This design comes from an exercise in tuning for small area on the open sky130 flow, not from production work.
Only simulation tests tie the RTL to the original design; equivalence was not proved.
No activity file was given, so power comes from the tool's default toggle rates.

== try-sierra ==
## data_mem
module data_mem
#(
  parameter int W = data_mem_pkg::DATA_W,
  parameter int A = data_mem_pkg::ADDR_W
)
(
  input  logic         clk,
  input  logic         reset,
  input  logic [A-1:0] DataAddress,
  input  logic         ReadMem,
  input  logic         WriteMem,
  input  logic [W-1:0] DataIn,
  output logic [W-1:0] DataOut
);
  localparam int N  = 2**A;
  localparam int AH = A / 2;
  localparam int AL = A - AH;
  localparam int NR = 2**AH;
  localparam int NC = 2**AL;
  localparam int NG = N / 3;
  logic valid;
  always @(posedge clk or negedge reset) begin
    if (!reset) valid <= 1'b0;
    else        valid <= 1'b1;
  end
  logic [NR-1:0] row_n, rowv_n;
  logic [NC-1:0] col_n, colw_n;
  for (genvar j = 0; j < NR; j++) begin : g_row
    assign row_n[j]  = (DataAddress[A-1:AL] != j);
    assign rowv_n[j] = valid & row_n[j];
  end
  for (genvar k = 0; k < NC; k++) begin : g_col
    assign col_n[k]  = (DataAddress[AL-1:0] != k);
    assign colw_n[k] = valid & (col_n[k] | ~WriteMem);
  end
  logic [W-1:0] din_w;
  assign din_w = DataIn & {W{WriteMem}};
  logic [N-1:0]   sel;
  logic [N*W-1:0] mem_core;
  for (genvar i = 0; i < N; i++) begin : g_word
    logic         hold;
    logic [W-1:0] nxt;
    assign sel[i] = ~(row_n[i / NC] | col_n[i % NC]);
    assign hold   = rowv_n[i / NC] | colw_n[i % NC];
    for (genvar b = 0; b < W; b++) begin : g_bit
      data_mem_wbit u_w (
        .s (sel[i]), .d (din_w[b]), .h (hold), .q (mem_core[i*W+b]),
        .y (nxt[b])
      );
    end
    always @(posedge clk) mem_core[i*W +: W] <= nxt;
  end
  logic [NG*W-1:0] grp_n;
  for (genvar g = 0; g < NG; g++) begin : g_grp
    for (genvar b = 0; b < W; b++) begin : g_bit
      data_mem_rd3 u_r (
        .s0 (sel[3*g]),   .q0 (mem_core[(3*g)*W+b]),
        .s1 (sel[3*g+1]), .q1 (mem_core[(3*g+1)*W+b]),
  ...
Size in the first run: ~5700 cells after synthesis, about 2000 flip-flops, ~28 I/O pins, about 71000 sq um of cells after synthesis.
export LEC_CHECK = 0
export CAP_MARGIN = 20
export CORE_MARGIN = 2
export CORE_UTILIZATION = 70
export CTS_BUF_LIST = sky130_fd_sc_hd__clkbuf_8
export CTS_CLUSTER_DIAMETER = 100
export CTS_CLUSTER_SIZE = 18
export SLEW_MARGIN = 20
export SYNTH_HIERARCHICAL = 1
create_clock -name core_clock -period 14.0 [get_ports {clk}]
run.sh (not shown) runs the stock make flow with config.mk's settings and CLKGATE_MAP_FILE= SYNTH_SCRIPT=/design/flow/synth_recipe.tcl, a recipe that flattens the netlist after the stock synthesis.
For try-umber, these inputs were changed with respect to try-sierra:
- swapping 18 for 15 in CTS_CLUSTER_SIZE
Results
try-sierra -> try-umber: detailed-route via count flat. try-sierra and try-umber ended up with nearly the same number of flip-flops and latches. try-umber: all stages complete, timing, DRC and antenna checks passed. Combinational group share of total power essentially unchanged between try-umber and try-sierra. [try-umber] core utilization rose 0.24 points relative to try-sierra. Per the comparison of try-umber with try-sierra, post-detailed-route wirelength per cell essentially unchanged, total routing usage reported by global routing essentially unchanged.
> inputs changed (try-umber -> try-yarrow)
- CORE_UTILIZATION changed from 70 to 50
[summary]
The met2 wirelength from detailed routing in try-yarrow is 1.08 times that in try-umber. Worst hold slack: try-yarrow vs try-umber, no meaningful difference. Routed wire length: try-yarrow and try-umber compared, higher one is try-yarrow. Relative to try-umber, the count of clock-buffer cells in the layout measured on try-yarrow has increased slightly. Looking at sequential share of layout area, try-yarrow sits 0.82 points below try-umber. Looking at clock skew across try-yarrow and try-umber, the one that comes out higher is try-umber. On setup slack of the critical path after layout, try-umber loses to try-yarrow. The lower leakage power total of try-yarrow and try-umber is in try-umber.
Edits applied to the flow inputs when going from try-yarrow to try-willow:
==> flow/flow/run.sh (new file) <==
#!/bin/bash
# Layout flow: the standard flow (standard.sh) with two changes to how
# the layout is built:
#  - clock tree synthesis without dummy loads, clkbuf_8 buffers, clusters
#    of at most 15 sinks;
#  - the input/output port buffers use buf_1.
# Each tool's output is kept in standard.log (make) and in ORFS's own logs
# under orfs/logs/.
set -euo pipefail
export CTS_ARGS="-sink_clustering_enable -repair_clock_nets -dont_use_dummy_load -buf_list sky130_fd_sc_hd__clkbuf_8 -sink_clustering_size 15 -sink_clustering_max_diameter 100"
export BUFFER_PORTS_ARGS="-buffer_cell sky130_fd_sc_hd__buf_1"
bash standard.sh > standard.log 2>&1
==> flow/standard.sh (new file) <==
#!/bin/bash
# synth_recipe.tcl (not shown) runs the flow's synth.tcl, then flattens the netlist and writes it again
# the make line also repeats each setting of config.mk as NAME=value (left out here)
make -C /OpenROAD-flow-scripts/flow DESIGN_CONFIG=/design/flow/config.mk WORK_HOME=/design/flow/orfs CLKGATE_MAP_FILE= SYNTH_SCRIPT=/design/flow/synth_recipe.tcl "${@:-finish}"
removed: flow/run.sh
## What came out
try-willow against try-yarrow: pin count of the biggest net entering global routing saw a decrease, mean number of vias per cell saw an increase, clock latency of the later-clocked register in the worst-skew pair saw a decrease.
Of try-willow and try-yarrow, it is try-willow that has the higher detailed-routed wire length on met2.
Buffer count excluding the clock tree in the final layout (try-willow vs. try-yarrow) increases by more than a quarter
try-willow vs try-yarrow: met1 layer wirelength in the final routing down in try-willow
Between try-yarrow and try-willow, the final cell area excluding filler cells does not differ in any meaningful way.
For the leakage dissipation, try-willow came in about 0.75% higher than try-yarrow did.
Worst setup slack ended up 220 ps higher on try-willow than on try-yarrow.

static timing again, ports no longer ideal:
No port has a modelled driver above. Below, the same layouts with a new extraction and two added sets of constraints.
Step 1 assumes that a clkbuf_16 drives the clock port and a buf_2 every other input.
Step 2, shift: input delay + t, output delay - t, t = (earliest + latest rising clock arrival at the registers) / 2. This alone moves slack from input paths to output paths.
Slacks: ideal ports / drivers / drivers and shift; pairs: ideal ports / drivers.
run	t (ns)	setup slack, ns	worst data-port slew with drivers (ns)
try-sierra	0.956	2.690 / 2.612 / 2.612	0.11
try-umber	0.950	2.418 / 2.340 / 2.340	0.11
try-yarrow	1.023	2.772 / 2.745 / 2.745	0.13
try-willow	0.972	2.991 / 2.945 / 2.945	0.11
After both steps every run listed still meets setup and hold.
